This design comes from an exercise in tuning for small area on the open sky130 flow, not from production work. At most, simulation tests tie the RTL to the original design; equivalence was not proved. For runs 2 and 3, only the layout was checked, not whether the RTL still works. No activity file was given, so power comes from the tool's default toggle rates.

--- design.v ---
module cpu_mem_stage #(
    parameter int WIDTH = 32,
    parameter int DEPTH = 32
) (
    input  logic             clk,
    input  logic             rst,
    input  logic             in_valid,
    input  logic             stall,
    input  logic [WIDTH-1:0] out_alu,
    input  logic [WIDTH-1:0] rdata2,
    input  logic             is_write_mem,
    input  logic             is_read_mem,
    input  logic [1:0]       mem_size,
    input  logic             is_unsigned,
    input  logic [4:0]       rd_in,
    input  logic             is_write_reg_in,
    output logic             out_valid,
    output logic [WIDTH-1:0] out_wb,
    output logic [WIDTH-1:0] out_memory,
    output logic [4:0]       rd_out,
    output logic             is_write_reg_out,
    output logic             misaligned
);
    localparam int IDX_W = $clog2(DEPTH);
    logic [DEPTH-1:0][31:0] mem;
    logic [IDX_W-1:0] idx;
    logic [1:0]       lane;
    logic             sz_byte;
    logic             sz_half;
    logic             addr_bad;
    logic             active;
    logic             mis;
    logic             is_load;
    logic             store_en;
    logic             load_en;
    logic [31:0]      rd_word;
    logic [7:0]       byte_sel;
    logic [15:0]      half_sel;
    logic [31:0]      load_ext;
    logic [31:0]      load_data;
    logic [3:0]       wr_be;
    logic [31:0]      wr_data;
    logic [WIDTH-1:0] wb_next;
    assign idx     = out_alu[IDX_W+1:2];
    assign lane    = out_alu[1:0];
    assign sz_byte = (mem_size == 2'b00);
    assign sz_half = (mem_size == 2'b01);
    assign addr_bad = (sz_half & lane[0]) | (~sz_byte & ~sz_half & (lane != 2'b00));
    assign active   = in_valid & ~stall;
    assign mis      = active & (is_write_mem | is_read_mem) & addr_bad;
    assign is_load  = active & is_read_mem & ~is_write_mem;
    assign store_en = active & is_write_mem & ~addr_bad;
    assign load_en  = is_load & ~addr_bad;
    assign rd_word  = mem[idx];
    always_comb begin
        byte_sel = 8'h00;
        case (lane)
            2'd0:    byte_sel = rd_word[7:0];
            2'd1:    byte_sel = rd_word[15:8];
            2'd2:    byte_sel = rd_word[23:16];
            default: byte_sel = rd_word[31:24];
        endcase
        half_sel = lane[1] ? rd_word[31:16] : rd_word[15:0];
        if (sz_byte) begin
            load_ext = {{24{~is_unsigned & byte_sel[7]}}, byte_sel};
        end else if (sz_half) begin
            load_ext = {{16{~is_unsigned & half_sel[15]}}, half_sel};
        end else begin
            load_ext = rd_word;
        end
    end
    assign load_data = load_en ? load_ext : 32'h0;
    assign wb_next   = is_load ? load_data : out_alu;
    always_comb begin
        wr_be   = 4'b1111;
        wr_data = rdata2;
        if (sz_byte) begin
            wr_be   = 4'b0001 << lane;
            wr_data = {4{rdata2[7:0]}};
        end else if (sz_half) begin
            wr_be   = lane[1] ? 4'b1100 : 4'b0011;
            wr_data = {2{rdata2[15:0]}};
        end
    end
    always_ff @(posedge clk or posedge rst) begin
        if (rst) begin
            mem <= '0;
        end else if (store_en) begin
            for (int b = 0; b < 4; b++) begin
                if (wr_be[b]) begin
                    mem[idx][8*b +: 8] <= wr_data[8*b +: 8];
                end
            end
        end
    end
    always_ff @(posedge clk or posedge rst) begin
        if (rst) begin
            out_valid        <= 1'b0;
            out_wb           <= '0;
            out_memory       <= '0;
            rd_out           <= 5'd0;
            is_write_reg_out <= 1'b0;
            misaligned       <= 1'b0;
        end else if (!stall) begin
            out_valid        <= in_valid;
            out_wb           <= in_valid ? wb_next : '0;
            out_memory       <= load_data;
            rd_out           <= rd_in;
            is_write_reg_out <= in_valid & is_write_reg_in & ~mis;
            misaligned       <= mis;
        end
    end
endmodule
--- run.sh ---
#!/bin/bash
# synth_recipe.tcl (not shown) runs the flow's synth.tcl, then flattens the netlist and writes it again
# the make line also repeats each setting of config.mk as NAME=value (left out here)
make -C /OpenROAD-flow-scripts/flow DESIGN_CONFIG=/design/flow/config.mk WORK_HOME=/design/flow/orfs CLKGATE_MAP_FILE= SYNTH_SCRIPT=/design/flow/synth_recipe.tcl finish
--- config.mk ---
export PLATFORM = sky130hd
export DESIGN_NAME = cpu_mem_stage
export DESIGN_NICKNAME = cpu_mem_stage
export VERILOG_FILES = /design/flow/design.v
export SDC_FILE = /design/flow/constraint.sdc
export NUM_CORES = 4
export LEC_CHECK = 0
export CAP_MARGIN = 20
export CORE_MARGIN = 2
export CORE_UTILIZATION = 40
export SLEW_MARGIN = 20
--- constraint.sdc ---
create_clock -name core_clock -period 7.0 [get_ports {clk}]
set_input_delay 1.4000 -clock core_clock [delete_from_list [all_inputs] [get_ports {clk}]]
set_output_delay 1.4000 -clock core_clock [all_outputs]
set_load 0.01 [all_outputs]
==> results of run 1 <==
[synthesized netlist by cell type (all sizes together) (3+ instances only)]
library cell / number / area [sq um]
dfrtp: 1096 / 27400
a22o: 633 / 5540
nand2: 526 / 1980
o21ai: 287 / 1440
mux2i: 235 / 2350
clkbuf: 206 / 773
mux4: 161 / 3660
nor2: 120 / 455
buf: 106 / 811
a32o: 97 / 971
a22oi: 90 / 676
mux2: 72 / 811
o22ai: 41 / 257
nand3: 36 / 180
a21oi: 35 / 186
and2: 29 / 184
nor3: 17 / 85.1
and3: 16 / 105
or4: 15 / 116
nor2b: 14 / 87.6
a221oi: 13 / 114
inv: 13 / 48.8
a2111o: 12 / 135
a32oi: 12 / 105
nand4: 12 / 75.1
nor4: 12 / 100
nand2b: 10 / 62.6
a211oi: 8 / 60.1
ha: 8 / 100
nand3b: 8 / 60.1
nor3b: 6 / 45.0
o31ai: 5 / 37.5
or2: 5 / 31.3
a21o: 3 / 22.5
a41oi: 3 / 26.3
o211ai: 3 / 22.5
or3b: 3 / 26.3
[flip-flops by register name, summed over array words and instances (netlist names)]
name and flops:
mem 1024, out_memory 32, out_wb 32, rd_out 5
is_write_reg_out 1, misaligned 1, out_valid 1
[final timing paths]
kind	cells after the start	endpoint	start
setup / recovery	10	mem[224]	out_alu[2]
hold / removal	2	mem[249]	mem[249]
setup reg to reg	7	out_wb[17]	mem[495]
hold reg to reg	2	mem[249]	mem[249]
max in group asynchronous	3	mem[457]	rst
min in group asynchronous	2	mem[870]	rst
[tightest hold or removal path, delay by kind of cell, from the launching register on]
kind | cells | cell delay, ps
flops | 1 | 330
simple gates | 1 | 40
compound gates | 1 | 60
[per-layer routing]
metal	up-vias	share of wire (%)	wire (um)	global-route usage [%]
met5	-	0.053	100	0.792
met4	8	5.5	10500	14.7
met3	536	12	22000	9.55
met2	2349	43	81200	43.4
met1	20000	40	75600	39.9
li1	15500	-	-	-
[power breakdown]
part / internal (uW) / switching (uW)
Sequential: 6520 / 108
Clock: 3940 / 2730
Combinational: 435 / 831
Total: 10900 / 3670
[layout by cell type (no fill, tap or decap), types with 34 or more instances in the layout]
master / Yosys / layout
mux2_2: 72 / 72
dfrtp_1: 1096 / 1096
a32o_1: 97 / 97
o22ai_1: 41 / 41
a22o_1: 633 / 633
mux4_2: 151 / 151
nand2_1: 522 / 522
nor2_1: 118 / 105
mux2i_1: 235 / 235
nand3_1: 36 / 36
a21oi_1: 34 / 34
clkbuf_16: 0 / 117
o21ai_0: 287 / 287
buf_4: 15 / 135
a22oi_1: 90 / 90
clkdlybuf4s50_1: 0 / 141
[metrics by stage]
step	setup WS, ps	cells	area, sq um
after CTS	2080	5834	56900
after global placement	1360	5618	52700
after global routing	1970	5836	56900
final	2040	5839	56900
after floorplan	-9520	4000	49500
after detailed placement	1310	5619	52800
[final cells by class]
type	count	area share, %
multi-input combinational	2578	36.1
timing repair buffer	296	4.75
clock buffer	164	5.84
inverter	14	0.0989
clock inverter	51	1.39
sequential	1096	48.2
tap	1637	3.60
antenna	3	0.0132
[cell families (layout without fill, tap and decap cells)]
group	Yosys count	count (layout)	synth area share (%)
buffers and inverters	326	525	3.31
xor gates and xnor gates	1	1	0.0177
muxes	468	468	13.8
adders and majority gates	8	8	0.202
other	0	3	0
DFF	1096	1096	55.5
and+or+nand+nor	840	840	7.48
AOI/OAI and AO/OA	1261	1261	19.7
==> results by group, run 1 <==
Status
  • Status: no timing/DRC/antenna violations

Timing
  • Final setup skew: ~42 ps
  • Tmin final: 4960 ps
  • Setup violations, final: 0
  • Final hold vios: 0
  • Worst hold slack: ~470 ps
  • Slew @ Worst Pin: about 1300 ps
  • Setup TNS: 0 ps
  • Final max-slew violation count: 0
  • Slew HR: around 16%
  • Max frequency: just over 200 MHz
  • Fin crit share: a little under three quarters
  • RSZ-0062 raised after global routing: false

Placement
  • PortBufs: 150
  • Final RePlAce weighted congestion: 0.993
  • DP HPWL: between 100000 and 150000 um

Logic synthesis
  • Mean area per synthesized cell: between 10 and 15 sq um
  • Cell variety after synth: 76
  • Mapped Cells: 4000
  • Seq cells post-synth: around 1100
  • Register area share after synthesis: between 50% and 60%
  • Mapped cell area: roughly 49000 sq um
  • Share of async-settable or async-resettable flops after synthesis: 100%
  • EDFF count, synth: 0
  • Prevailing post-synth register cell: dfrtp_1
  • Syn. warnings: 1

Clocking
  • Total CTS buffers: ~120
  • Root Buffer: clkbuf_16
  • Post_cts resized: 0
  • CTS Hold Bufs: 0
  • Clk sinks: roughly 1100
  • Post-CTS setup buffers: 0
  • H-tree lvl count: 3
  • Clk Latency, worst-skew pair: 770 ps
  • TritonCTS clock tree: yes
  • Clk buf depth: 3
  • Clock transition at path regs: around 60 ps

Floorplanning
  • Die Ht: roughly 360 um
  • Die area: 126000 sq um
  • I/O pin total: about 150
  • Starting Density: between 40% and 50%
  • Die width: approximately 360 um
  • Site row count: ~130
  • Core Area: around 120000 sq um

Worst setup path
  • CP Class: input pin to flop
  • CP Launch Type: input pin
  • CP Capture Type: flop
  • Largest fanout on the critical path: 50
  • Crit path max-delay cell type: ha_1
  • Critical-path cell list: buf_8 -> inv_2 -> ha_1 -> and2_1 -> ha_1 -> nand4_1 -> nor3_2 -> buf_4 -> nand2_1 -> a32o_1
  • Worst path arrival time: between 5000 and 6000 ps
  • Most frequent CP cell: ha_1
  • Crit-path max cell delay: approximately 640 ps
  • Worst path bufs/invs: 3
  • Crit path max-delay family: simple AND/OR/NAND/NOR gates
  • R2R setup slack: roughly 3600 ps
  • WP data required: 7650 ps

Pwr
  • Pwr/cell area: about 260 nW/um^2
  • Peak supply drop: ~0.22 mV
  • Leakage Power: 0.0258 uW
  • Total power: between 10000 and 15000 uW

Finish
  • Multi-input gate area: just over 20000 sq um
  • Post-layout util: between 40% and 50%
  • Number of fill cells: around 11000
  • FF/Latch Area: approximately 27000 sq um
  • Synth-to-Final Area Change: 15.1%
  • Nets: around 4200
  • Fraction of layout cells with a size suffix above 1: 14.9%

Route
  • Antenna viol nets, final: 0
  • DR vias: 38300
  • Routed WL: approximately 190000 um
  • Drt drc: 0
  • WL/cell: roughly 32 um
  • DR pass1 iterations: 8
  • Vias per cell: roughly 6.6
  • Initial DRC count: 4862

Global route
  • Number of global-route vias before repair: ~38000
  • Initial antenna violation count: 7
  • Gr ovfl total: 0
  • Tot GR Track Use: approximately 30%
  • First-pass GRT wire length: around 280000 um
  • Largest net degree at the start of global routing: ~180

Job
  • # Max-Cap Violations: 0

Min path
  • Hold Path Class: flop to flop
==> run 2: changes to the inputs <==
--- a/design.v
+++ b/design.v
@@ -25,2 +25,4 @@
     logic [DEPTH-1:0][31:0] mem;
+    logic [DEPTH-1:0]       vld;
+    logic                   ld_q;
     logic [IDX_W-1:0] idx;
@@ -32,3 +34,3 @@
     logic             mis;
-    logic             is_load;
+    logic             ld_op;
     logic             store_en;
@@ -39,3 +41,2 @@
     logic [31:0]      load_ext;
-    logic [31:0]      load_data;
     logic [3:0]       wr_be;
@@ -50,8 +51,12 @@
     assign mis      = active & (is_write_mem | is_read_mem) & addr_bad;
-    assign is_load  = active & is_read_mem & ~is_write_mem;
+    assign ld_op    = is_read_mem & ~is_write_mem;
     assign store_en = active & is_write_mem & ~addr_bad;
-    assign load_en  = is_load & ~addr_bad;
-    assign rd_word  = mem[idx];
+    assign load_en  = in_valid & ld_op & ~addr_bad;
     always_comb begin
-        byte_sel = 8'h00;
+        rd_word = '0;
+        for (int w = 0; w < DEPTH; w++) begin
+            if (idx == w[IDX_W-1:0] && vld[w] && load_en) rd_word = rd_word | mem[w];
+        end
+    end
+    always_comb begin
         case (lane)
@@ -71,4 +76,3 @@
     end
-    assign load_data = load_en ? load_ext : 32'h0;
-    assign wb_next   = is_load ? load_data : out_alu;
+    assign wb_next = load_ext | (out_alu & {WIDTH{in_valid & ~ld_op}});
     always_comb begin
@@ -83,2 +87,25 @@
         end
+        for (int b = 0; b < 4; b++) begin
+            if (!wr_be[b]) wr_data[8*b +: 8] = 8'h00;
+        end
+    end
+    logic [DEPTH-1:0] wsel;
+    logic [DEPTH-1:0][3:0] wen;
+    logic [DEPTH-1:0][3:0] whold;
+    always_comb begin
+        for (int w = 0; w < DEPTH; w++) begin
+            wsel[w] = store_en & (idx == w[IDX_W-1:0]);
+            for (int b = 0; b < 4; b++) begin
+                wen[w][b]   = wsel[w] & (wr_be[b] | ~vld[w]);
+                whold[w][b] = ~wsel[w] | (~wr_be[b] & vld[w]);
+            end
+        end
+    end
+    always_ff @(posedge clk) begin
+        for (int w = 0; w < DEPTH; w++) begin
+            for (int b = 0; b < 4; b++) begin
+                mem[w][8*b +: 8] <= (wr_data[8*b +: 8] & {8{wen[w][b]}})
+                                  | (mem[w][8*b +: 8] & {8{whold[w][b]}});
+            end
+        end
     end
@@ -86,9 +113,5 @@
         if (rst) begin
-            mem <= '0;
+            vld <= '0;
         end else if (store_en) begin
-            for (int b = 0; b < 4; b++) begin
-                if (wr_be[b]) begin
-                    mem[idx][8*b +: 8] <= wr_data[8*b +: 8];
-                end
-            end
+            vld[idx] <= 1'b1;
         end
@@ -99,3 +122,3 @@
             out_wb           <= '0;
-            out_memory       <= '0;
+            ld_q             <= 1'b0;
             rd_out           <= 5'd0;
@@ -105,4 +128,4 @@
             out_valid        <= in_valid;
-            out_wb           <= in_valid ? wb_next : '0;
-            out_memory       <= load_data;
+            out_wb           <= wb_next;
+            ld_q             <= load_en;
             rd_out           <= rd_in;
@@ -112,2 +135,3 @@
     end
+    assign out_memory = out_wb & {WIDTH{ld_q}};
 endmodule
==> results by group, run 2 <==
Logic synthesis
  • Share of async-settable or async-resettable flops after synthesis: 6.65% (-93 points)
  • Synth area leaders: edfxtp_1 (72%), dfrtp_1 (4.3%), a22oi_1 (4.0%)
  • Commonest cells post-synth: edfxtp_1 (1024), a22oi_1 (225), a21oi_1 (195)
  • Cell taking the most area after synthesis: edfxtp_1
  • Syn. warnings: 1 (unchanged)
  • EDFF count, synth: 1024 (+1024)
  • Cell variety after synth: 73 (-3.9%)
  • Register area share after synthesis: 76.6% (+21 points)
  • Count leader, synth: edfxtp_1
  • Mapped cell area: 42500 sq um (-14%)
  • Prevailing post-synth register cell: edfxtp_1
  • Mapped Cells: 2634 (-34%)
  • Mean area per synthesized cell: 16.1 sq um (+31%)
  • Share of the synthesized area in the top cell type: 72.3% (+17 points)
  • Seq cells post-synth: 1097 (+0.091%)

Timing
  • Max frequency: 176 MHz (-13%)
  • Slew @ Worst Pin: 1270 ps (+18.3 ps)
  • Fin crit share: 81.3% (+10 points)
  • Setup TNS: 0 ps (unchanged)
  • Final max-slew violation count: 0 (unchanged)
  • Setup violations, final: 0 (unchanged)
  • Tmin final: 5690 ps (+723 ps)
  • RSZ-0062 raised after global routing: false
  • Final setup skew: 31.9 ps (-9.84 ps)
  • Final hold vios: 0 (unchanged)
  • Slew HR: 15.2% (-0.91 points)

Placement
  • PortBufs: 150 (unchanged)
  • DP HPWL: 122000 um (-0.54%)
  • Final RePlAce weighted congestion: 0.977 (-1.6%)

Route
  • Initial DRC count: 5350 (+10%)
  • WL/cell: 39.2 um (+21%)
  • Vias per cell: 6.71 (+2.1%)
  • Routed WL: 175000 um (-7.5%)
  • Drt drc: 0 (unchanged)
  • DR pass1 iterations: 27 (+19)
  • DR vias: 29900 (-22%)
  • Antenna viol nets, final: 0 (unchanged)

Floorplanning
  • Die Ht: 330 um (-7.2%)
  • Starting Density: 40.3% (+0.17 points)
  • Die width: 330 um (-7.2%)
  • Core Area: 105000 sq um (-14%)
  • I/O pin total: 151 (unchanged)
  • Site row count: 119 (-7.8%)
  • Die area: 109000 sq um (-14%)

Worst setup path
  • CP Launch Type: input pin
  • CP Capture Type: flop
  • WP data required: 7550 ps (-100 ps)
  • R2R setup slack: 2730 ps (-830 ps)
  • CP Class: input pin to flop
  • Critical path startpoint: out_alu[3]
  • Origin of the critical flop-to-flop path: vld[9]
  • R2R cell count: 10 (+3)
  • Setup crit end: out_wb[24]
  • R2r endpoint: out_wb[24]
  • Worst path arrival time: 6240 ps (+630 ps)
  • Largest fanout on the critical path: 16 (-68%)

Finish
  • Synth-to-Final Area Change: 20.2%
  • Nets: 3068 (-27%)
  • Multi-input gate area: 9710 sq um (-53%)
  • Post-layout util: 48.5% (+2.2 points)
  • Fraction of layout cells with a size suffix above 1: 17.9% (+3.0 points)
  • Commonest non-fill, non-tap cell in the layout: edfxtp_1
  • FF/Latch Area: 32600 sq um (+19%)
  • Commonest non-fill, non-tap cells in the layout: edfxtp_1 (1024), buf_4 (269), a22oi_1 (225), a21oi_1 (162), clkdlybuf4s50_1 (146)
  • Number of fill cells: 8900 (-20%)

Clocking
  • Clk sinks: 1097 (+0.091%)
  • Total CTS buffers: 105 (-8.7%)
  • H-tree lvl count: 3 (unchanged)
  • TritonCTS clock tree: yes
  • Post_cts resized: 0 (unchanged)
  • Root Buffer: clkbuf_16
  • CTS Hold Bufs: 0 (unchanged)
  • Clk buf depth: 3 (unchanged)
  • Post-CTS setup buffers: 0 (unchanged)
  • Clk Latency, worst-skew pair: 710 ps (-60 ps)
  • Clock transition at path regs: 60 ps (about the same)

Global route
  • Number of global-route vias before repair: 28600 (-25%)
  • Initial antenna violation count: 2 (-5)
  • First-pass GRT wire length: 237000 um (-14%)
  • Tot GR Track Use: 31.8% (+2.1 points)
  • Largest net degree at the start of global routing: 58 (-68%)
  • Gr ovfl total: 0 (unchanged)

Pwr
  • Leakage Power: 0.0161 uW (-38%)
  • Pwr/cell area: 268 nW/um^2 (+4.7%)
  • Peak supply drop: 0.179 mV (-20%)

Status
  • Status: no timing/DRC/antenna violations

Min path
  • Number of cells on the worst hold path: 1 (-1)
  • Hold Path Class: flop to flop

Job
  • # Max-Cap Violations: 0 (unchanged)
-- run 2: final cells by class --
class / instances / share of cell area (%)
antenna: 3 / 0.0147
clock buffer: 131 / 5.42
inverter: 17 / 0.127
timing repair buffer: 425 / 7.05
tap: 1391 / 3.41
sequential: 1097 / 63.8
multi-input combinational: 1337 / 19.0
clock inverter: 64 / 1.19
-- run 2: stage by stage --
step	power [uW]	hold WS (ps)	instance area (sq um)	setup WS (ps)	instances
detailed placement	8130	474	47700	808	4267
CTS	13700	488	51000	1530	4462
finish	13700	488	51100	1310	4465
global placement	8120	467	47600	757	4264
global route	14000	514	51100	1270	4462
floorplan	7720	502	42500	2330	2634
-- run 2: logic make-up (layout without fill, tap and decap cells) --
| group | after synthesis | in the layout | synth area share, % |
|---|---|---|---|
| flip-flops | 1097 | 1097 | 76.6 |
| AO/OA/AOI/OAI | 835 | 835 | 14.6 |
| AND/OR/NAND/NOR | 481 | 481 | 6.32 |
| buffers and inverters | 200 | 637 | 1.95 |
| multiplexers | 13 | 13 | 0.321 |
| adder cells (fa/ha/maj) | 6 | 6 | 0.177 |
| XOR/XNOR | 2 | 2 | 0.0412 |
| other | 0 | 3 | 0 |
-- run 2: worst min path at each step --
stage	slack, ps	start	endpoint
floorplan	500	vld[16]	vld[16]
finish	490	out_valid	out_valid
detailed placement	470	out_valid	out_valid
global route	510	rd_out[4]	rd_out[4]
global placement	470	out_valid	out_valid
CTS	490	out_valid	out_valid
-- run 2: layer usage --
| layer | global-route usage, % | wire, um |
|---|---|---|
| met5 | 0 | 0 |
| met4 | 15.5 | 9870 |
| met1 | 43.2 | 63900 |
| met3 | 9.18 | 25800 |
| met2 | 47.1 | 75600 |
-- run 2: power by group --
group	leakage (uW)	total (uW)	internal [uW]	switching, uW
registers	0.00937	7380	7270	106
clock network	0.00165	5670	3170	2500
logic	0.00505	643	200	443
-- run 2: worst max-delay path, cell delays in order --
cell,delay [ps]
clkdlybuf4s50_1,660
inv_1,140
ha_1,420
and4b_1,630
buf_4,320
a22oi_1,390
and3_1,230
a21o_1,170
nand3_1,260
o211ai_1,380
inv_1,170
o41ai_4,860
a2bb2oi_1,180
==> run 3: changes to the inputs <==
--- a/config.mk
+++ b/config.mk
@@ -9,3 +9,3 @@
 export CORE_MARGIN = 2
-export CORE_UTILIZATION = 40
+export CORE_UTILIZATION = 65
 export SLEW_MARGIN = 20
==> results by group, run 3 <==
Status
  • Status: no timing/DRC/antenna violations

Finish
  • Multi-input gate area: 9680 sq um (-0.30%)
  • Number of fill cells: 3520 (-60%)
  • Cell area after layout: 50400 sq um (-1.4%)
  • Nets: 3046 (-0.72%)
  • Fraction of layout cells with a size suffix above 1: 17.8% (-0.079 points)
  • Commonest non-fill, non-tap cells in the layout: edfxtp_1 (1024), buf_4 (247), a22oi_1 (225), a21oi_1 (162), clkdlybuf4s50_1 (146)
  • Non-filler cells, final: 3922 (-12%)
  • FF/Latch Area: 32600 sq um (unchanged)
  • Post-layout util: 78.0% (+30 points)
  • Synth-to-Final Area Change: 18.5%
  • Commonest non-fill, non-tap cell in the layout: edfxtp_1

Timing
  • RSZ-0062 raised after global routing: false
  • Max frequency: 157 MHz (-10%)
  • Final setup skew: 30.1 ps (-1.86 ps)
  • Final max-slew violation count: 0 (unchanged)
  • Setup TNS: 0 ps (unchanged)
  • Slew HR: 11.6% (-3.6 points)
  • Setup violations, final: 0 (unchanged)
  • Worst hold slack: 494 ps (+5.55 ps)
  • Fin crit share: 90.7% (+9.5 points)
  • Tmin final: 6350 ps (+664 ps)
  • Slew @ Worst Pin: 1310 ps (+41.7 ps)
  • Final hold vios: 0 (unchanged)

Floorplanning
  • Die Ht: 260 um (-21%)
  • Core Area: 64600 sq um (-39%)
  • Site row count: 93 (-22%)
  • Die area: 67500 sq um (-38%)
  • I/O pin total: 151 (unchanged)
  • Die width: 260 um (-21%)
  • Starting Density: 65.8% (+25 points)

Clocking
  • CTS Hold Bufs: 0 (unchanged)
  • Clock transition at path regs: 60 ps (about the same)
  • Post-CTS setup buffers: 0 (unchanged)
  • Root Buffer: clkbuf_16
  • Clk buf depth: 3 (unchanged)
  • Clk sinks: 1097 (unchanged)
  • Clk Latency, worst-skew pair: 700 ps (about the same)
  • Total CTS buffers: 103 (-1.9%)
  • H-tree lvl count: 3 (unchanged)
  • Post_cts resized: 0 (unchanged)
  • TritonCTS clock tree: yes

Pwr
  • Leakage Power: 0.0160 uW (-0.48%)
  • Pwr/cell area: 274 nW/um^2 (+2.2%)
  • Peak supply drop: 0.265 mV (+48%)

Global route
  • Initial antenna violation count: 13 (+11)
  • Gr ovfl total: 0 (unchanged)
  • First-pass GRT wire length: 229000 um (-3.4%)
  • Number of global-route vias before repair: 29700 (+3.8%)
  • Largest net degree at the start of global routing: 61 (+5.2%)
  • Tot GR Track Use: 50.1% (+18 points)

Logic synthesis
  • Cell taking the most area after synthesis: edfxtp_1
  • Syn. warnings: 1 (unchanged)
  • Count leader, synth: edfxtp_1
  • Register area share after synthesis: 76.6% (unchanged)
  • Cell variety after synth: 73 (unchanged)
  • Share of the synthesized area in the top cell type: 72.3% (unchanged)
  • Commonest cells post-synth: edfxtp_1 (1024), a22oi_1 (225), a21oi_1 (195)
  • EDFF count, synth: 1024 (unchanged)
  • Prevailing post-synth register cell: edfxtp_1
  • Mapped Cells: 2634 (unchanged)
  • Mean area per synthesized cell: 16.1 sq um (unchanged)
  • Mapped cell area: 42500 sq um (unchanged)
  • Share of async-settable or async-resettable flops after synthesis: 6.65% (unchanged)
  • Seq cells post-synth: 1097 (unchanged)
  • Synth area leaders: edfxtp_1 (72%), dfrtp_1 (4.3%), a22oi_1 (4.0%)

Route
  • Initial DRC count: 6607 (+23%)
  • WL/cell: 42.8 um (+9.2%)
  • Routed WL: 168000 um (-4.1%)
  • Drt drc: 0 (unchanged)
  • Vias per cell: 7.96 (+19%)
  • Antenna viol nets, final: 0 (unchanged)
  • DR pass1 iterations: 7 (-74%)
  • DR vias: 31200 (+4.3%)

Worst setup path
  • CP Class: input pin to flop
  • CP Launch Type: input pin
  • Worst path arrival time: 6940 ps (+700 ps)
  • CP Capture Type: flop
  • Largest fanout on the critical path: 15 (-1)
  • WP data required: 7590 ps (+40 ps)

Placement
  • Placed insts: 3707 (-13%)
  • PortBufs: 150 (unchanged)
  • DP HPWL: 113000 um (-7.0%)
  • Final RePlAce weighted congestion: 1.08 (+11%)
  • Placed cell area: 46800 sq um (-1.9%)

Min path
  • Hold Path Class: flop to flop

Job
  • # Max-Cap Violations: 0 (unchanged)
run 3: cell counts after synthesis:
Identical to the previous run, type by type.
run 3: power breakdown:
part	internal (uW)	leakage (uW)	switching (uW)
clock	3240	0.00168	2530
sequential	7270	0.00937	98.3
combinational	200	0.00494	444
total	10700	0.0160	3080
run 3: cell families after synthesis:
logic type	count (synthesis)	synth area share [%]
DFF	1097	76.6
AOI/OAI and AO/OA	835	14.6
and+or+nand+nor	481	6.32
buffers and inverters	200	1.95
muxes	13	0.321
adders and majority gates	6	0.177
xor gates and xnor gates	2	0.0412
run 3: critical path, cell delays in order:
cell	delay [ps]
clkdlybuf4s50_1	780
ha_1	650
and4_1	1000
nor4b_2	860
buf_4	480
nand2_1	130
o21ai_0	410
nor4_1	130
buf_4	210
nand3_1	490
a221oi_1	170
o211ai_1	200
run 3: area by class of cell:
| cell class | instances | share of cell area (%) |
|---|---|---|
| Antenna cell | 16 | 0.0795 |
| Timing Repair Buffer | 405 | 6.85 |
| Clock buffer | 119 | 5.38 |
| Tap cell | 855 | 2.12 |
| Inverter | 17 | 0.129 |
| Multi-Input combinational cell | 1337 | 19.2 |
| Clock inverter | 76 | 1.53 |
| Sequential cell | 1097 | 64.7 |
run 3: per-layer routing:
| metal | share of wire (%) | track usage [%] | up-vias |
|---|---|---|---|
| met3 | 20 | 25.4 | 881 |
| li1 | - | - | 11600 |
| met1 | 31 | 64.3 | 14900 |
| met5 | 0.073 | 0 | - |
| met4 | 7.8 | 30.2 | 10 |
| met2 | 41 | 68.5 | 3809 |
run 3: path summary, 6_finish.rpt:
kind	start	end	slack, ps	depth (start not counted)
worst max-delay path	out_alu[2]	out_wb[14]	650	12
worst min-delay path	misaligned	misaligned	490	2
worst max register to register	vld[31]	out_wb[14]	2180	10
worst min register to register	misaligned	misaligned	490	2
max in group asynchronous	rst	vld[18]	4840	3
min in group asynchronous	rst	out_wb[31]	950	2
run 3: metrics by stage:
stage | total power [uW] | worst slack, ps
2_1_floorplan | 7720 | 2330
3_3_place_gp | 8090 | 806
3_5_place_dp | 8110 | 682
4_1_cts | 13700 | 1410
5_1_grt | 14000 | 900
6_report | 13800 | 648
==> run 4: changes to the inputs <==
--- a/design.v
+++ b/design.v
@@ -41,2 +41,3 @@
     logic [31:0]      load_ext;
+    logic [31:0]      load_data;
     logic [3:0]       wr_be;
@@ -54,7 +55,24 @@
     assign load_en  = in_valid & ld_op & ~addr_bad;
+    localparam int NGRP = (DEPTH + 2) / 3;
+    logic [3*NGRP-1:0]            rsel;
+    logic [3*NGRP-1:0][31:0]      rmem;
+    logic [31:0][NGRP-1:0]        rgrp_n;
     always_comb begin
-        rd_word = '0;
+        rsel = '0;
+        rmem = '0;
         for (int w = 0; w < DEPTH; w++) begin
-            if (idx == w[IDX_W-1:0] && vld[w] && load_en) rd_word = rd_word | mem[w];
+            rsel[w] = (idx == w[IDX_W-1:0]) & vld[w];
+            rmem[w] = mem[w];
         end
+    end
+    for (genvar i = 0; i < 32; i++) begin : g_rbit
+        for (genvar g = 0; g < NGRP; g++) begin : g_grp
+            cms_aoi222 u_aoi (
+                .a0(rsel[3*g]),   .b0(rmem[3*g][i]),
+                .a1(rsel[3*g+1]), .b1(rmem[3*g+1][i]),
+                .a2(rsel[3*g+2]), .b2(rmem[3*g+2][i]),
+                .y (rgrp_n[i][g])
+            );
+        end
+        assign rd_word[i] = ~&rgrp_n[i];
     end
@@ -76,3 +94,4 @@
     end
-    assign wb_next = load_ext | (out_alu & {WIDTH{in_valid & ~ld_op}});
+    assign load_data = load_ext & {32{load_en}};
+    assign wb_next   = load_data | (out_alu & {WIDTH{in_valid & ~ld_op}});
     always_comb begin
@@ -88,15 +107,21 @@
         for (int b = 0; b < 4; b++) begin
-            if (!wr_be[b]) wr_data[8*b +: 8] = 8'h00;
+            if (!wr_be[b]) wr_data[8*b +: 8] = rd_word[8*b +: 8];
         end
     end
-    logic [DEPTH-1:0] wsel;
-    logic [DEPTH-1:0][3:0] wen;
-    logic [DEPTH-1:0][3:0] whold;
+    logic [DEPTH-1:0]           wen;
+    logic [DEPTH-1:0]           whold;
+    logic [DEPTH-1:0][31:0]     mem_d;
     always_comb begin
         for (int w = 0; w < DEPTH; w++) begin
-            wsel[w] = store_en & (idx == w[IDX_W-1:0]);
-            for (int b = 0; b < 4; b++) begin
-                wen[w][b]   = wsel[w] & (wr_be[b] | ~vld[w]);
-                whold[w][b] = ~wsel[w] | (~wr_be[b] & vld[w]);
-            end
+            wen[w]   = store_en & (idx == w[IDX_W-1:0]);
+            whold[w] = ~wen[w];
+        end
+    end
+    for (genvar w = 0; w < DEPTH; w++) begin : g_ww
+        for (genvar i = 0; i < 32; i++) begin : g_wb
+            cms_ao22 u_ao (
+                .a0(wen[w]),   .b0(wr_data[i]),
+                .a1(whold[w]), .b1(mem[w][i]),
+                .y (mem_d[w][i])
+            );
         end
@@ -104,8 +129,3 @@
     always_ff @(posedge clk) begin
-        for (int w = 0; w < DEPTH; w++) begin
-            for (int b = 0; b < 4; b++) begin
-                mem[w][8*b +: 8] <= (wr_data[8*b +: 8] & {8{wen[w][b]}})
-                                  | (mem[w][8*b +: 8] & {8{whold[w][b]}});
-            end
-        end
+        mem <= mem_d;
     end
@@ -137 +157,13 @@
 endmodule
+module cms_aoi222 (
+    input  logic a0, b0, a1, b1, a2, b2,
+    output logic y
+);
+    assign y = ~((a0 & b0) | (a1 & b1) | (a2 & b2));
+endmodule
+module cms_ao22 (
+    input  logic a0, b0, a1, b1,
+    output logic y
+);
+    assign y = (a0 & b0) | (a1 & b1);
+endmodule
--- a/config.mk
+++ b/config.mk
@@ -9,3 +9,7 @@
 export CORE_MARGIN = 2
-export CORE_UTILIZATION = 65
+export CORE_UTILIZATION = 50
+export CTS_BUF_LIST = sky130_fd_sc_hd__clkbuf_4 sky130_fd_sc_hd__clkbuf_8
+export GPL_TIMING_DRIVEN = 0
 export SLEW_MARGIN = 20
+export SYNTH_HIERARCHICAL = 1
+export SYNTH_MINIMUM_KEEP_SIZE = 0
==> results by group, run 4 <==
Status
  • Status: no timing/DRC/antenna violations

Timing
  • Final setup skew: 45.4 ps (+15.4 ps)
  • Tmin final: 6520 ps (+165 ps)
  • Final hold vios: 0 (unchanged)
  • Slew @ Worst Pin: 1190 ps (-120 ps)
  • Setup TNS: 0 ps (unchanged)
  • Setup violations, final: 0 (unchanged)
  • Final max-slew violation count: 0 (unchanged)
  • Fin crit share: 93.1% (+2.4 points)
  • Max frequency: 153 MHz (-2.5%)
  • Slew HR: 19.8% (+8.2 points)
  • RSZ-0062 raised after global routing: false

Worst setup path
  • Largest fanout on the critical path: 21 (+6)
  • CP Launch Type: input pin
  • Origin of the critical flop-to-flop path: vld[2]
  • R2R cell count: 9 (-1)
  • CP Class: input pin to flop
  • Critical path startpoint: out_alu[2]
  • Crit-path max cell delay: 900 ps (-100 ps)
  • Crit path max-delay cell type: nor3_1
  • CP Capture Type: flop
  • Worst path arrival time: 7230 ps (+290 ps)
  • Critical-path cell list: clkdlybuf4s50_1 -> inv_1 -> ha_1 -> clkbuf_1 -> clkbuf_1 -> and2_1 -> ha_1 -> and2_2 -> buf_16 -> a222oi_1 -> nand4_1 -> nor3_1 -> a221oi_2 -> nand3_2 -> buf_6 -> o21ai_2
  • WP data required: 7710 ps (+120 ps)

Route
  • Routed WL: 165000 um (-2.0%)
  • WL/cell: 34.1 um (-20%)
  • Initial DRC count: 6128 (-7.2%)
  • DR vias: 35400 (+13%)
  • DR pass1 iterations: 8 (+1)
  • Drt drc: 0 (unchanged)
  • Vias per cell: 7.32 (-8.0%)
  • Antenna viol nets, final: 0 (unchanged)

Finish
  • Number of fill cells: 5948 (+69%)
  • Synth-to-Final Area Change: 26.6%
  • Non-filler cells, final: 4831 (+23%)
  • Fraction of layout cells with a size suffix above 1: 16.2% (-1.6 points)
  • Nets: 3734 (+23%)
  • Top flop regs: mem: 1024 flops, out_wb: 32 flops, vld: 32 flops
  • Max reg flops: 1024
  • Biggest register: mem
  • Commonest non-fill, non-tap cells in the layout: a22o_1 (1031), dfxtp_1 (1024), a222oi_1 (352), clkbuf_8 (216), clkdlybuf4s50_1 (146)
  • Cell area after layout: 49300 sq um (-2.2%)
  • Commonest non-fill, non-tap cell in the layout: a22o_1

Global route
  • Initial antenna violation count: 4 (-9)
  • Number of global-route vias before repair: 34500 (+16%)
  • Largest net degree at the start of global routing: 67 (+9.8%)
  • Tot GR Track Use: 39.3% (-11 points)
  • First-pass GRT wire length: 236000 um (+2.8%)
  • Gr ovfl total: 0 (unchanged)

Floorplanning
  • Core Area: 77200 sq um (+20%)
  • Die area: 80100 sq um (+19%)
  • Starting Density: 50.4% (-15 points)
  • Die width: 283 um (+8.9%)
  • Site row count: 102 (+9.7%)
  • Die Ht: 283 um (+8.9%)
  • I/O pin total: 151 (unchanged)

Pwr
  • Pwr/cell area: 280 nW/um^2 (+2.4%)
  • Peak supply drop: 0.205 mV (-23%)
  • Leakage Power: 0.0194 uW (+21%)

Placement
  • PortBufs: 146 (-2.7%)
  • Final RePlAce weighted congestion: 0.940 (-13%)
  • Placed insts: 4510 (+22%)
  • Placed cell area: 45400 sq um (-2.9%)
  • DP HPWL: 109000 um (-3.8%)

Logic synthesis
  • Seq cells post-synth: 1097 (unchanged)
  • EDFF count, synth: 0 (-100%)
  • Synth area leaders: dfxtp_1 (53%), a22o_1 (23%), a222oi_1 (9.1%)
  • Mapped Cells: 3140 (+19%)
  • Cell variety after synth: 59 (-19%)
  • Syn. warnings: 7 (+6)
  • Cell taking the most area after synthesis: dfxtp_1
  • Mean area per synthesized cell: 12.4 sq um (-23%)
  • Share of async-settable or async-resettable flops after synthesis: 6.65% (unchanged)
  • Commonest cells post-synth: a22o_1 (1031), dfxtp_1 (1024), a222oi_1 (352)
  • Prevailing post-synth register cell: dfxtp_1
  • Mapped cell area: 38900 sq um (-8.5%)
  • Share of the synthesized area in the top cell type: 52.7% (-20 points)
  • Register area share after synthesis: 57.4% (-19 points)
  • Count leader, synth: a22o_1

Clocking
  • Post-CTS setup buffers: 0 (unchanged)
  • H-tree lvl count: 4 (+1)
  • CTS Hold Bufs: 0 (unchanged)
  • TritonCTS clock tree: yes
  • Clk sinks: 1097 (unchanged)
  • Total CTS buffers: 176 (+71%)
  • Root Buffer: clkbuf_8
  • Clock transition at path regs: 70 ps (about the same)
  • Clk Latency, worst-skew pair: 860 ps (+160 ps)
  • Clk buf depth: 3 (unchanged)
  • Post_cts resized: 0 (unchanged)

Job
  • # Max-Cap Violations: 0 (unchanged)

Min path
  • Number of cells on the worst hold path: 1 (-1)
  • Min-delay src: vld[4]
  • Hold Path Class: flop to flop
[run 4: cell count changes after synthesis, sizes merged, moves of 90 or more]
| cell | change |
|---|---|
| a21oi | -169 |
| a221oi | -90 |
| a222oi | +287 |
| a22o | +961 |
| a22oi | -192 |
| clkbuf | -97 |
| dfxtp | +1024 |
| edfxtp | -1024 |
| nand2 | -117 |
[run 4: kinds of logic after synthesis]
group	share of synthesized area [%]
buffers and inverters	1.01
muxes	0.794
xor gates and xnor gates	0.0450
and+or+nand+nor	5.13
AOI/OAI and AO/OA	35.4
adders and majority gates	0.225
other	0.00964
DFF	57.4
[run 4: area by class of cell]
type,instances,area (sq um),area share [%]
flip-flops and latches,1097,22300,45.3
repair buffers,267,4350,8.83
inverters,40,155,0.315
multi-input cells,2015,17000,34.6
clock buffers,280,3450,7.01
well taps,1040,1300,2.64
clock inverters,34,383,0.777
diodes,7,17.5,0.0356
plain buffers,51,246,0.500
[run 4: path summary, 6_finish.rpt]
check / to / slack [ps]
setup reg to reg: mem[349] / 2910
hold reg to reg: vld[4] / 460
max in group asynchronous: vld[17] / 5460
setup / recovery: out_wb[16] / 480
min in group asynchronous: out_wb[9] / 840
hold / removal: vld[4] / 460
[run 4: modules after synthesis, one instance, submodules excluded]
module,flip-flops and latches,cells,cell area (sq um),copies in the design
cpu_mem_stage,1097,1764,26400,1
cms_aoi222,0,1,10.0,352
cms_ao22,0,1,8.76,1024
[run 4: power by group]
part | total, uW | leakage, uW | internal [uW] | switching, uW
combinational | 1100 | 0.00805 | 475 | 627
sequential | 6770 | 0.00927 | 6580 | 193
clock | 5940 | 0.00205 | 3300 | 2640
[run 4: metrics by stage]
step | hold slack, ps | util, % | total power (uW) | setup slack, ps
after CTS | 458 | 63.8 | 13800 | 755
after detailed placement | 441 | 58.8 | 7950 | -108
final | 460 | 63.8 | 13800 | 483
after global routing | 476 | 63.8 | 14200 | 590
after floorplan | 420 | - | 7360 | 1430
after global placement | 434 | 54.3 | 7730 | -3340
[run 4: layer usage]
layer  track usage (%)  share of wire [%]
met1              51.6                 38
met5                 0             0.0079
met4              23.3                6.2
met2              57.7                 43
met3              11.0                 13
[run 4: critical path, delay by kind of cell]
| kind | cells | cell delay [ps] |
|---|---|---|
| AO/OA/AOI/OAI | 3 | 720 |
| adder cells (fa/ha/maj) | 2 | 450 |
| buffers and inverters | 6 | 2180 |
| AND/OR/NAND/NOR | 5 | 2450 |
==> run 5: changes to the inputs <==
--- a/config.mk
+++ b/config.mk
@@ -9,5 +9,3 @@
 export CORE_MARGIN = 2
-export CORE_UTILIZATION = 50
-export CTS_BUF_LIST = sky130_fd_sc_hd__clkbuf_4 sky130_fd_sc_hd__clkbuf_8
-export GPL_TIMING_DRIVEN = 0
+export CORE_UTILIZATION = 60
 export SLEW_MARGIN = 20
==> results by group, run 5 <==
Clocking
  • H-tree lvl count: 3 (-1)
  • Root Buffer: clkbuf_16
  • Clk sinks: 1097 (unchanged)
  • CTS Hold Bufs: 0 (unchanged)
  • Clk Latency, worst-skew pair: 680 ps (-180 ps)
  • Clock transition at path regs: 60 ps (about the same)
  • Post-CTS setup buffers: 0 (unchanged)
  • Clk buf depth: 3 (unchanged)
  • Post_cts resized: 0 (unchanged)
  • Total CTS buffers: 105 (-40%)
  • TritonCTS clock tree: yes

Finish
  • Number of fill cells: 4483 (-25%)
  • Fraction of layout cells with a size suffix above 1: 11.3% (-4.9 points)
  • Top flop regs: mem: 1024 flops, out_wb: 32 flops, vld: 32 flops
  • Biggest register: mem
  • Post-layout util: 72.9% (+9.0 points)
  • Max reg flops: 1024 (unchanged)
  • Multi-input gate area: 16700 sq um (-2.2%)
  • Commonest non-fill, non-tap cells in the layout: a22o_1 (1031), dfxtp_1 (1024), a222oi_1 (352), buf_4 (175), clkdlybuf4s50_1 (149)
  • FF/Latch Area: 22300 sq um (unchanged)
  • Commonest non-fill, non-tap cell in the layout: a22o_1
  • Synth-to-Final Area Change: 20.2%
  • Nets: 3688 (-1.2%)

Logic synthesis
  • Mean area per synthesized cell: 12.4 sq um (unchanged)
  • Mapped Cells: 3140 (unchanged)
  • Mapped cell area: 38900 sq um (unchanged)
  • Count leader, synth: a22o_1
  • Cell taking the most area after synthesis: dfxtp_1
  • Prevailing post-synth register cell: dfxtp_1
  • Share of async-settable or async-resettable flops after synthesis: 6.65% (unchanged)
  • Share of the synthesized area in the top cell type: 52.7% (unchanged)
  • Seq cells post-synth: 1097 (unchanged)
  • Synth area leaders: dfxtp_1 (53%), a22o_1 (23%), a222oi_1 (9.1%)
  • Syn. warnings: 7 (unchanged)
  • Cell variety after synth: 59 (unchanged)
  • EDFF count, synth: 0 (unchanged)
  • Register area share after synthesis: 57.4% (unchanged)
  • Commonest cells post-synth: a22o_1 (1031), dfxtp_1 (1024), a222oi_1 (352)

Worst setup path
  • Worst path arrival time: 6330 ps (-900 ps)
  • CP Capture Type: flop
  • Largest fanout on the critical path: 20 (-4.8%)
  • WP data required: 7550 ps (-160 ps)
  • R2R setup slack: 3110 ps (+200 ps)
  • R2R cell count: 8 (-1)
  • CP Class: input pin to flop
  • CP Launch Type: input pin

Global route
  • First-pass GRT wire length: 229000 um (-3.0%)
  • Tot GR Track Use: 45.3% (+6.0 points)
  • Largest net degree at the start of global routing: 66 (-1.5%)
  • Gr ovfl total: 0 (unchanged)
  • Number of global-route vias before repair: 34600 (+0.15%)
  • Initial antenna violation count: 4 (unchanged)

Timing
  • Fin crit share: 82.6% (-11 points)
  • Final max-slew violation count: 0 (unchanged)
  • Slew @ Worst Pin: 1180 ps (-17.7 ps)
  • Final setup skew: 24.0 ps (-21.5 ps)
  • Final hold vios: 0 (unchanged)
  • Slew HR: 21.6% (+1.8 points)
  • RSZ-0062 raised after global routing: false
  • Setup TNS: 0 ps (unchanged)
  • Tmin final: 5780 ps (-735 ps)
  • Max frequency: 173 MHz (+13%)
  • Setup violations, final: 0 (unchanged)

Pwr
  • Leakage Power: 0.0187 uW (-3.6%)
  • Peak supply drop: 0.276 mV (+34%)
  • Pwr/cell area: 287 nW/um^2 (+2.4%)

Floorplanning
  • Die area: 66900 sq um (-16%)
  • Starting Density: 60.6% (+10 points)
  • Die Ht: 259 um (-8.6%)
  • Site row count: 93 (-8.8%)
  • I/O pin total: 151 (unchanged)
  • Core Area: 64200 sq um (-17%)
  • Die width: 259 um (-8.6%)

Placement
  • DP HPWL: 100000 um (-8.0%)
  • Final RePlAce weighted congestion: 0.981 (+4.3%)
  • PortBufs: 150 (+2.7%)

Route
  • DR vias: 35900 (+1.4%)
  • Antenna viol nets, final: 0 (unchanged)
  • DR pass1 iterations: 12 (+4)
  • Drt drc: 0 (unchanged)
  • WL/cell: 34.7 um (+1.7%)
  • Vias per cell: 7.89 (+7.8%)
  • Routed WL: 157000 um (-4.3%)
  • Initial DRC count: 7046 (+15%)

Min path
  • Hold Path Class: flop to flop
  • Number of cells on the worst hold path: 1 (unchanged)

Status
  • Status: no timing/DRC/antenna violations

Job
  • # Max-Cap Violations: 0 (unchanged)
==> run 5: per-stage QoR <==
| step | cells | cell area [sq um] | setup slack (ps) | total power (uW) | hold slack (ps) |
|---|---|---|---|---|---|
| 5_1_grt | 4542 | 46800 | 1160 | 13700 | 477 |
| 4_1_cts | 4540 | 46700 | 1270 | 13400 | 454 |
| 3_5_place_dp | 4348 | 43300 | 683 | 7850 | 440 |
| 6_report | 4544 | 46800 | 1220 | 13400 | 461 |
| 2_1_floorplan | 3203 | 39200 | 1430 | 7360 | 420 |
| 3_3_place_gp | 4348 | 43300 | 781 | 7790 | 439 |
==> run 5: Yosys stat by module, one instance, submodules excluded <==
module | area (sq um) | cells inside | copies in the design | flip-flops and latches
cms_aoi222 | 10.0 | 1 | 352 | 0
cms_ao22 | 8.76 | 1 | 1024 | 0
cpu_mem_stage | 26400 | 1764 | 1 | 1097
==> run 5: final timing paths <==
check                                start    endpoint
min in group asynchronous              rst   rd_out[3]
worst min register to register     vld[12]     vld[12]
max in group asynchronous              rst  out_wb[19]
worst max-delay path            out_alu[2]    mem[198]
worst min-delay path               vld[12]     vld[12]
worst max register to register      vld[3]    mem[306]
==> run 5: layout make-up <==
cell class / count / area share, %
sequential: 1097 / 47.7
clock inverter: 29 / 0.513
inverter: 40 / 0.324
tap: 855 / 2.29
timing repair buffer: 343 / 6.78
multi-input combinational: 2015 / 35.6
clock buffer: 163 / 6.78
antenna: 2 / 0.0107
==> run 5: critical path, stage by stage <==
cell and delay (ps):
clkdlybuf4s50_1 720, inv_1 160, ha_1 390, and2_1 230
ha_1 200, and2_1 390, buf_4 340, a222oi_1 820
nand4_1 350, nor3_1 410, o21ai_2 280, buf_4 320
a22o_1 260
==> run 5: power breakdown <==
part / total (uW) / switching (uW) / internal [uW] / leakage [uW]
sequential: 6770 / 192 / 6570 / 0.00927
combinational: 1010 / 602 / 411 / 0.00770
clock: 5660 / 2440 / 3220 / 0.00170
total: 13400 / 3230 / 10200 / 0.0187
==> run 5: layer usage <==
metal,up-vias,track usage [%],part of all wire (%)
met4,6,27.7,6.7
li1,14500,-,-
met5,-,0,0.029
met2,3199,63.8,41
met3,580,13.8,16
met1,17600,61.1,37
==> run 5: kinds of logic after synthesis <==
group	Yosys count	share of synthesized area, %
AO/OA/AOI/OAI	1560	35.4
flip-flops	1097	57.4
AND/OR/NAND/NOR	353	5.13
buffers and inverters	91	1.01
multiplexers	29	0.794
adder cells (fa/ha/maj)	7	0.225
XOR/XNOR	2	0.0450
other	1	0.00964
==> run 6: changes to the inputs <==
--- a/design.v
+++ b/design.v
@@ -25,3 +25,3 @@
     logic [DEPTH-1:0][31:0] mem;
-    logic [DEPTH-1:0]       vld;
+    logic                   vld;
     logic                   ld_q;
@@ -55,12 +55,10 @@
     assign load_en  = in_valid & ld_op & ~addr_bad;
-    localparam int NGRP = (DEPTH + 2) / 3;
-    logic [3*NGRP-1:0]            rsel;
-    logic [3*NGRP-1:0][31:0]      rmem;
+    localparam int NGRP = DEPTH / 3;
+    localparam int NREM = DEPTH - 3 * NGRP;
+    logic [DEPTH-1:0]             rsel;
     logic [31:0][NGRP-1:0]        rgrp_n;
+    logic [31:0]                  rrem;
     always_comb begin
-        rsel = '0;
-        rmem = '0;
         for (int w = 0; w < DEPTH; w++) begin
-            rsel[w] = (idx == w[IDX_W-1:0]) & vld[w];
-            rmem[w] = mem[w];
+            rsel[w] = (idx == w[IDX_W-1:0]) & vld;
         end
@@ -70,5 +68,5 @@
             cms_aoi222 u_aoi (
-                .a0(rsel[3*g]),   .b0(rmem[3*g][i]),
-                .a1(rsel[3*g+1]), .b1(rmem[3*g+1][i]),
-                .a2(rsel[3*g+2]), .b2(rmem[3*g+2][i]),
+                .a0(rsel[3*g]),   .b0(mem[3*g][i]),
+                .a1(rsel[3*g+1]), .b1(mem[3*g+1][i]),
+                .a2(rsel[3*g+2]), .b2(mem[3*g+2][i]),
                 .y (rgrp_n[i][g])
@@ -76,3 +74,14 @@
         end
-        assign rd_word[i] = ~&rgrp_n[i];
+        if (NREM == 2) begin : g_r2
+            cms_ao22 u_ao (
+                .a0(rsel[DEPTH-2]), .b0(mem[DEPTH-2][i]),
+                .a1(rsel[DEPTH-1]), .b1(mem[DEPTH-1][i]),
+                .y (rrem[i])
+            );
+        end else if (NREM == 1) begin : g_r1
+            assign rrem[i] = rsel[DEPTH-1] & mem[DEPTH-1][i];
+        end else begin : g_r0
+            assign rrem[i] = 1'b0;
+        end
+        assign rd_word[i] = ~&rgrp_n[i] | rrem[i];
     end
@@ -116,3 +125,3 @@
             wen[w]   = store_en & (idx == w[IDX_W-1:0]);
-            whold[w] = ~wen[w];
+            whold[w] = vld & ~wen[w];
         end
@@ -133,5 +142,5 @@
         if (rst) begin
-            vld <= '0;
+            vld <= 1'b0;
         end else if (store_en) begin
-            vld[idx] <= 1'b1;
+            vld <= 1'b1;
         end
--- a/config.mk
+++ b/config.mk
@@ -9,3 +9,5 @@
 export CORE_MARGIN = 2
-export CORE_UTILIZATION = 60
+export CORE_UTILIZATION = 55
+export CTS_CLUSTER_DIAMETER = 60
+export CTS_CLUSTER_SIZE = 20
 export SLEW_MARGIN = 20
==> results by group, run 6 <==
Logic synthesis
  • Prevailing post-synth register cell: dfxtp_1
  • Cell variety after synth: 46 (-22%)
  • Cell taking the most area after synthesis: dfxtp_1
  • Mapped cell area: 37800 sq um (-2.8%)
  • Mean area per synthesized cell: 12.2 sq um (-1.4%)
  • Seq cells post-synth: 1066 (-2.8%)
  • Commonest cells post-synth: a22o_1 (1056), dfxtp_1 (1024), a222oi_1 (320)
  • Syn. warnings: 7 (unchanged)
  • Register area share after synthesis: 57.0% (-0.37 points)
  • Share of async-settable or async-resettable flops after synthesis: 3.94% (-2.7 points)
  • Synth area leaders: dfxtp_1 (54%), a22o_1 (24%), a222oi_1 (8.5%)
  • Count leader, synth: a22o_1
  • Share of the synthesized area in the top cell type: 54.2% (+1.5 points)
  • Mapped Cells: 3095 (-1.4%)
  • EDFF count, synth: 0 (unchanged)

Route
  • Initial DRC count: 6250 (-11%)
  • DR pass1 iterations: 8 (-4)
  • Drt drc: 0 (unchanged)
  • DR vias: 34200 (-4.8%)
  • Antenna viol nets, final: 0 (unchanged)
  • Vias per cell: 7.85 (-0.55%)
  • WL/cell: 35.2 um (+1.7%)
  • Routed WL: 153000 um (-2.6%)

Min path
  • Hold Crit Endpoint: mem[542]
  • Hold Path Class: flop to flop
  • Min-delay src: mem[542]
  • Number of cells on the worst hold path: 1 (unchanged)

Worst setup path
  • Largest fanout on the critical path: 20 (unchanged)
  • CP Class: input pin to flop
  • R2R setup slack: 2480 ps (-630 ps)
  • CP Launch Type: input pin
  • R2r endpoint: mem[702]
  • Worst path arrival time: 6090 ps (-240 ps)
  • R2R cell count: 9 (+1)
  • WP data required: 7540 ps (about the same)
  • Origin of the critical flop-to-flop path: vld
  • CP Capture Type: flop

Finish
  • FF/Latch Area: 21600 sq um (-3.5%)
  • Commonest non-fill, non-tap cells in the layout: a22o_1 (1056), dfxtp_1 (1024), a222oi_1 (320), clkdlybuf4s50_1 (149), buf_4 (143)
  • Fraction of layout cells with a size suffix above 1: 11.3% (+0.022 points)
  • Biggest register: mem
  • Nets: 3510 (-4.8%)
  • Number of fill cells: 5254 (+17%)
  • Commonest non-fill, non-tap cell in the layout: a22o_1
  • Max reg flops: 1024 (unchanged)
  • Non-filler cells, final: 4352 (-4.2%)
  • Top flop regs: mem: 1024 flops, out_wb: 32 flops, rd_out: 5 flops
  • Synth-to-Final Area Change: 17.4%
  • Multi-input gate area: 16500 sq um (-0.87%)

Timing
  • Final hold vios: 0 (unchanged)
  • Final setup margin: 1450 ps (+231 ps)
  • Setup TNS: 0 ps (unchanged)
  • Tmin final: 5550 ps (-231 ps)
  • Fin crit share: 79.3% (-3.3 points)
  • Final setup skew: 26.8 ps (+2.89 ps)
  • Final max-slew violation count: 0 (unchanged)
  • Setup violations, final: 0 (unchanged)
  • Worst hold slack: 474 ps (+12.9 ps)
  • Slew @ Worst Pin: 1220 ps (+42.5 ps)
  • Max frequency: 180 MHz (+4.2%)
  • RSZ-0062 raised after global routing: false
  • Slew HR: 18.7% (-2.8 points)

Clocking
  • Clk Latency, worst-skew pair: 650 ps (-30 ps)
  • Post_cts resized: 0 (unchanged)
  • TritonCTS clock tree: yes
  • Clk sinks: 1066 (-2.8%)
  • H-tree lvl count: 3 (unchanged)
  • CTS Hold Bufs: 0 (unchanged)
  • Clock transition at path regs: 80 ps (+20 ps)
  • Post-CTS setup buffers: 0 (unchanged)
  • Total CTS buffers: 71 (-32%)
  • Clk buf depth: 3 (unchanged)
  • Root Buffer: clkbuf_16

Placement
  • Placed insts: 4234 (-2.6%)
  • DP Worst Slack: 1110 ps (+423 ps)
  • DP HPWL: 91900 um (-8.2%)
  • PortBufs: 150 (unchanged)
  • Final RePlAce weighted congestion: 0.959 (-2.3%)

Pwr
  • Pwr/cell area: 259 nW/um^2 (-9.6%)
  • Peak supply drop: 0.210 mV (-24%)
  • Leakage Power: 0.0166 uW (-11%)

Global route
  • Number of global-route vias before repair: 33000 (-4.6%)
  • Gr ovfl total: 0 (unchanged)
  • First-pass GRT wire length: 223000 um (-2.3%)
  • Tot GR Track Use: 41.9% (-3.4 points)
  • Largest net degree at the start of global routing: 48 (-27%)
  • Initial antenna violation count: 12 (+8)

Job
  • # Max-Cap Violations: 0 (unchanged)

Floorplanning
  • Die area: 70900 sq um (+5.9%)
  • Starting Density: 55.3% (-5.3 points)
  • Die width: 266 um (+2.9%)
  • I/O pin total: 151 (unchanged)
  • Site row count: 96 (+3.2%)
  • Die Ht: 266 um (+2.9%)
  • Core Area: 68300 sq um (+6.4%)

Status
  • Status: no timing/DRC/antenna violations
-- run 6: power breakdown --
| part | switching [uW] | internal, uW |
|---|---|---|
| clock network | 2200 | 2100 |
| registers | 72.7 | 6170 |
| logic | 698 | 281 |
-- run 6: Yosys stat by module (local to each module, per instance) --
| module | flip-flops and latches | times used | cells |
|---|---|---|---|
| cms_ao22 | 0 | 1056 | 1 |
| cms_aoi222 | 0 | 320 | 1 |
| cpu_mem_stage | 1066 | 1 | 1719 |
-- run 6: cells by family after synthesis --
kind of cell / Yosys count / share of synthesized area (%)
AND/OR/NAND/NOR: 394 / 5.60
flip-flops: 1066 / 57.0
multiplexers: 28 / 0.758
AO/OA/AOI/OAI: 1556 / 36.1
buffers and inverters: 51 / 0.579
-- run 6: worst max-delay path, stage by stage --
cell,delay (ps)
clkdlybuf4s50_1,570
nand2b_1,680
nor2_2,370
buf_4,340
a222oi_1,460
nand4b_1,510
nor3_1,770
mux2i_4,330
buf_4,350
a22o_1,250
-- run 6: stage by stage --
stage          total power (uW)  utilization (%)  area, sq um
6_report                  11500             64.9        44400
3_3_place_gp               7280             61.4        41900
5_1_grt                   11800             64.9        44400
2_1_floorplan              6790                -        37800
3_5_place_dp               7310             61.4        42000
4_1_cts                   11500             64.7        44200
-- run 6: worst max path at each step --
stage | start | end | slack, ps
floorplan | out_alu[6] | mem[103] | 1530
global placement | out_alu[6] | mem[286] | 1170
detailed placement | out_alu[6] | mem[286] | 1110
CTS | out_alu[6] | mem[702] | 1760
global route | out_alu[6] | mem[1022] | 1400
finish | out_alu[6] | mem[702] | 1450
-- run 6: area by class of cell --
class | instances | area share, %
Inverter | 3 | 0.0254
Clock inverter | 22 | 0.578
Clock buffer | 87 | 4.47
Timing Repair Buffer | 311 | 6.67
Tap cell | 882 | 2.49
Sequential cell | 1066 | 48.6
Antenna cell | 3 | 0.0169
Multi-Input combinational cell | 1978 | 37.2
-- run 6: metal layers --
metal	part of all wire [%]	wire [um]	GRT usage, %
met2	42	64200	60.7
met1	38	57900	55.6
met3	14	21300	12.4
met5	0.068	105	0
met4	6.4	9850	24.4
==> run 7: changes to the inputs <==
==> flow/run.sh (new file) <==
#!/bin/bash
# The standard ORFS flow (standard.sh), with two changes:
#  - the port buffers are the smallest buffer, sky130_fd_sc_hd__buf_1;
#  - clock tree synthesis uses clkbuf_8, clusters up to 16 sinks per leaf
#    buffer and adds no dummy loads.
# ORFS writes each step's full log under orfs/logs/; make's own output goes to
# flow_make.log in this folder.
set -euo pipefail
export BUFFER_PORTS_ARGS="-buffer_cell sky130_fd_sc_hd__buf_1"
export CTS_ARGS="-sink_clustering_enable -repair_clock_nets -dont_use_dummy_load -buf_list sky130_fd_sc_hd__clkbuf_8 -sink_clustering_size 16 -sink_clustering_max_diameter 50"
bash standard.sh finish > flow_make.log 2>&1
==> standard.sh (new file) <==
#!/bin/bash
# synth_recipe.tcl (not shown) runs the flow's synth.tcl, then flattens the netlist and writes it again
# the make line also repeats each setting of config.mk as NAME=value (left out here)
make -C /OpenROAD-flow-scripts/flow DESIGN_CONFIG=/design/flow/config.mk WORK_HOME=/design/flow/orfs CLKGATE_MAP_FILE= SYNTH_SCRIPT=/design/flow/synth_recipe.tcl "${@:-finish}"
--- a/config.mk
+++ b/config.mk
@@ -10,4 +10,2 @@
 export CORE_UTILIZATION = 55
-export CTS_CLUSTER_DIAMETER = 60
-export CTS_CLUSTER_SIZE = 20
 export SLEW_MARGIN = 20
removed: run.sh
==> results by group, run 7 <==
Status
  • Status: no timing/DRC/antenna violations

Logic synthesis
  • Count leader, synth: a22o_1
  • EDFF count, synth: 0 (unchanged)
  • Mean area per synthesized cell: 12.2 sq um (unchanged)
  • Cell taking the most area after synthesis: dfxtp_1
  • Mapped Cells: 3095 (unchanged)
  • Cell variety after synth: 46 (unchanged)
  • Share of the synthesized area in the top cell type: 54.2% (unchanged)
  • Commonest cells post-synth: a22o_1 (1056), dfxtp_1 (1024), a222oi_1 (320)
  • Share of async-settable or async-resettable flops after synthesis: 3.94% (unchanged)
  • Syn. warnings: 7 (unchanged)
  • Synth area leaders: dfxtp_1 (54%), a22o_1 (24%), a222oi_1 (8.5%)
  • Prevailing post-synth register cell: dfxtp_1
  • Seq cells post-synth: 1066 (unchanged)
  • Mapped cell area: 37800 sq um (unchanged)
  • Register area share after synthesis: 57.0% (unchanged)

Finish
  • Multi-input gate area: 16600 sq um (+0.39%)
  • FF/Latch Area: 21600 sq um (unchanged)
  • Nets: 3524 (+0.40%)
  • Number of fill cells: 5453 (+3.8%)
  • Max reg flops: 1024 (unchanged)
  • Synth-to-Final Area Change: 12.3%
  • Commonest non-fill, non-tap cells in the layout: a22o_1 (1056), dfxtp_1 (1024), a222oi_1 (320), buf_1 (148), buf_4 (134)
  • Fraction of layout cells with a size suffix above 1: 10.9% (-0.39 points)
  • Biggest register: mem
  • Commonest non-fill, non-tap cell in the layout: a22o_1
  • Top flop regs: mem: 1024 flops, out_wb: 32 flops, rd_out: 5 flops

Clocking
  • Clk sinks: 1066 (unchanged)
  • Clk buf depth: 3 (unchanged)
  • Clk Latency, worst-skew pair: 760 ps (+110 ps)
  • Clock transition at path regs: 60 ps (-20 ps)
  • Total CTS buffers: 103 (+45%)
  • Post_cts resized: 0 (unchanged)
  • H-tree lvl count: 3 (unchanged)
  • TritonCTS clock tree: yes
  • Root Buffer: clkbuf_8
  • CTS Hold Bufs: 0 (unchanged)
  • Post-CTS setup buffers: 0 (unchanged)

Timing
  • Final hold vios: 0 (unchanged)
  • Final setup skew: 106 ps (+79.5 ps)
  • Setup violations, final: 0 (unchanged)
  • RSZ-0062 raised after global routing: false
  • Setup TNS: 0 ps (unchanged)
  • Max frequency: 191 MHz (+6.2%)
  • Final max-slew violation count: 0 (unchanged)
  • Slew @ Worst Pin: 1230 ps (+10.2 ps)
  • Slew HR: 17.9% (-0.87 points)
  • Fin crit share: 74.7% (-4.6 points)
  • Tmin final: 5230 ps (-324 ps)

Worst setup path
  • CP Capture Type: flop
  • Worst path arrival time: 5820 ps (-270 ps)
  • Crit-path max cell delay: 920 ps (+150 ps)
  • Crit path max-delay family: simple AND/OR/NAND/NOR gates
  • Crit path max-delay cell type: nand2b_1
  • CP Class: input pin to flop
  • Worst path bufs/invs: 3 (unchanged)
  • WP data required: 7590 ps (+50 ps)
  • Critical-path cell list: buf_1 -> nand2b_1 -> nor2_2 -> buf_4 -> a222oi_1 -> nand4b_1 -> nor3_1 -> a21oi_2 -> buf_4 -> a22o_1
  • CP Launch Type: input pin
  • Largest fanout on the critical path: 20 (unchanged)
  • Most frequent CP cell: buf_4

Floorplanning
  • I/O pin total: 151 (unchanged)
  • Die area: 70900 sq um (unchanged)
  • Site row count: 96 (unchanged)
  • Die width: 266 um (unchanged)
  • Core Area: 68300 sq um (unchanged)
  • Die Ht: 266 um (unchanged)
  • Starting Density: 55.3% (unchanged)

Placement
  • PortBufs: 150 (unchanged)
  • DP HPWL: 91900 um (about the same)
  • Final RePlAce weighted congestion: 0.918 (-4.2%)

Min path
  • Hold Path Class: flop to flop

Pwr
  • Power Internal: 7700 uW (-9.9%)
  • Pwr/cell area: 245 nW/um^2 (-5.4%)
  • Gate power share: 8.7% (+0.2 points)
  • Peak supply drop: 0.167 mV (-21%)
  • Sw Share: 26.1% (+0.34 points)
  • Clock power share: 31.3% (-6.0 points)
  • Sw power: 2720 uW (-8.3%)
  • Total power: 10400 uW (-9.5%)
  • Leakage Power: 0.0158 uW (-4.9%)
  • Reg power frac: 59.9% (+5.7 points)

Route
  • Antenna viol nets, final: 0 (unchanged)
  • Drt drc: 0 (unchanged)
  • Initial DRC count: 6084 (-2.7%)
  • WL/cell: 34.6 um (-1.9%)
  • DR vias: 33600 (-1.7%)
  • Vias per cell: 7.75 (-1.2%)
  • DR pass1 iterations: 9 (+1)
  • Routed WL: 150000 um (-2.4%)

Job
  • # Max-Cap Violations: 0 (unchanged)

Global route
  • Largest net degree at the start of global routing: 44 (-8.3%)
  • Initial antenna violation count: 6 (-6)
  • Number of global-route vias before repair: 32400 (-1.7%)
  • First-pass GRT wire length: 217000 um (-2.9%)
  • Tot GR Track Use: 40.7% (-1.3 points)
  • Gr ovfl total: 0 (unchanged)
run 7: final timing paths:
check / slack (ps) / cells after the start / to / start
worst min register to register: 470 / 1 / mem[436] / mem[436]
worst max register to register: 2400 / 10 / mem[474] / vld
worst max-delay path: 1770 / 10 / mem[584] / out_alu[6]
min in group asynchronous: 870 / 2 / out_wb[31] / rst
worst min-delay path: 470 / 1 / mem[436] / mem[436]
max in group asynchronous: 5430 / 2 / out_wb[0] / rst
run 7: kinds of logic (layout without fill, tap and decap cells):
logic type	after synthesis	count (layout)	synth area share (%)
AO/OA/AOI/OAI	1556	1556	36.1
flip-flops	1066	1066	57.0
AND/OR/NAND/NOR	394	394	5.60
buffers and inverters	51	399	0.579
multiplexers	28	28	0.758
other	0	4	0
run 7: cell type report:
| type | instances | area share (%) |
|---|---|---|
| inverter | 3 | 0.0265 |
| clock buffer | 103 | 3.34 |
| timing repair buffer | 293 | 4.25 |
| multi-input combinational | 1978 | 39.0 |
| sequential | 1066 | 50.7 |
| tap | 882 | 2.60 |
| antenna | 4 | 0.0236 |
run 7: routing by layer:
layer / GRT usage [%] / part of all wire [%] / vias to the layer above
met2: 60.5 / 43 / 2478
met5: 0 / 0.031 / -
li1: - / - / 14000
met4: 21.1 / 5.5 / 6
met1: 53.1 / 38 / 16700
met3: 12.7 / 13 / 458
run 7: power by group through the flow:
stage                     Sequential [uW]  Clock, uW  Combinational (uW)
after floorplan                      6370          0                 419
after global placement               6370          0                 834
after detailed placement             6380          0                 854
after CTS                            6240       3280                 856
after global routing                 6260       3520                 929
final                                6250       3270                 909
run 7: modules after synthesis, one instance, submodules excluded:
module         flops+latches  cell area [sq um]  times used  cells
cpu_mem_stage           1066              25400           1   1719
cms_aoi222                 0               10.0         320      1
cms_ao22                   0               8.76        1056      1
run 7: stage by stage:
step | hold slack, ps | utilization (%) | setup WS [ps] | area (sq um) | std cells
2_1_floorplan | 438 | - | 1530 | 37800 | 3095
5_1_grt | 482 | 62.1 | 1780 | 42500 | 4326
6_report | 470 | 62.1 | 1770 | 42500 | 4329
3_5_place_dp | 453 | 59.8 | 1230 | 40900 | 4215
3_3_place_gp | 450 | 59.7 | 1330 | 40800 | 4213
4_1_cts | 472 | 61.9 | 1940 | 42300 | 4318

-- afterwards: timing with drivers on the ports --
The flow's constraints put no driver on any port. The routed layouts listed below were extracted and timed again, unchanged, in two steps. Step 1, drivers: a clkbuf_16 drives clk and a buf_2 each remaining input, both assumed. Step 2 also shifts input and output timing later by t, the mid clock arrival at the registers, as if the neighbouring blocks saw the same clock. Three values: no drivers, after step 1, after step 2; two values: the first two.
| run | t, ns | setup WS [ns] |
|---|---|---|
| run 1 | 0.824 | 2.035 / 2.059 / 1.235 |
| run 2 | 0.766 | 1.312 / 1.354 / 0.588 |
| run 3 | 0.753 | 0.648 / 0.682 / -0.071 |
| run 4 | 0.902 | 0.483 / 0.518 / -0.384 |
| run 5 | 0.734 | 1.218 / 1.226 / 0.492 |
| run 6 | 0.704 | 1.449 / 1.396 / 0.692 |
| run 7 | 0.770 | 1.773 / 1.741 / 0.971 |
With both steps, setup timing fails in run 3 and run 4, where it was met with ideal ports.
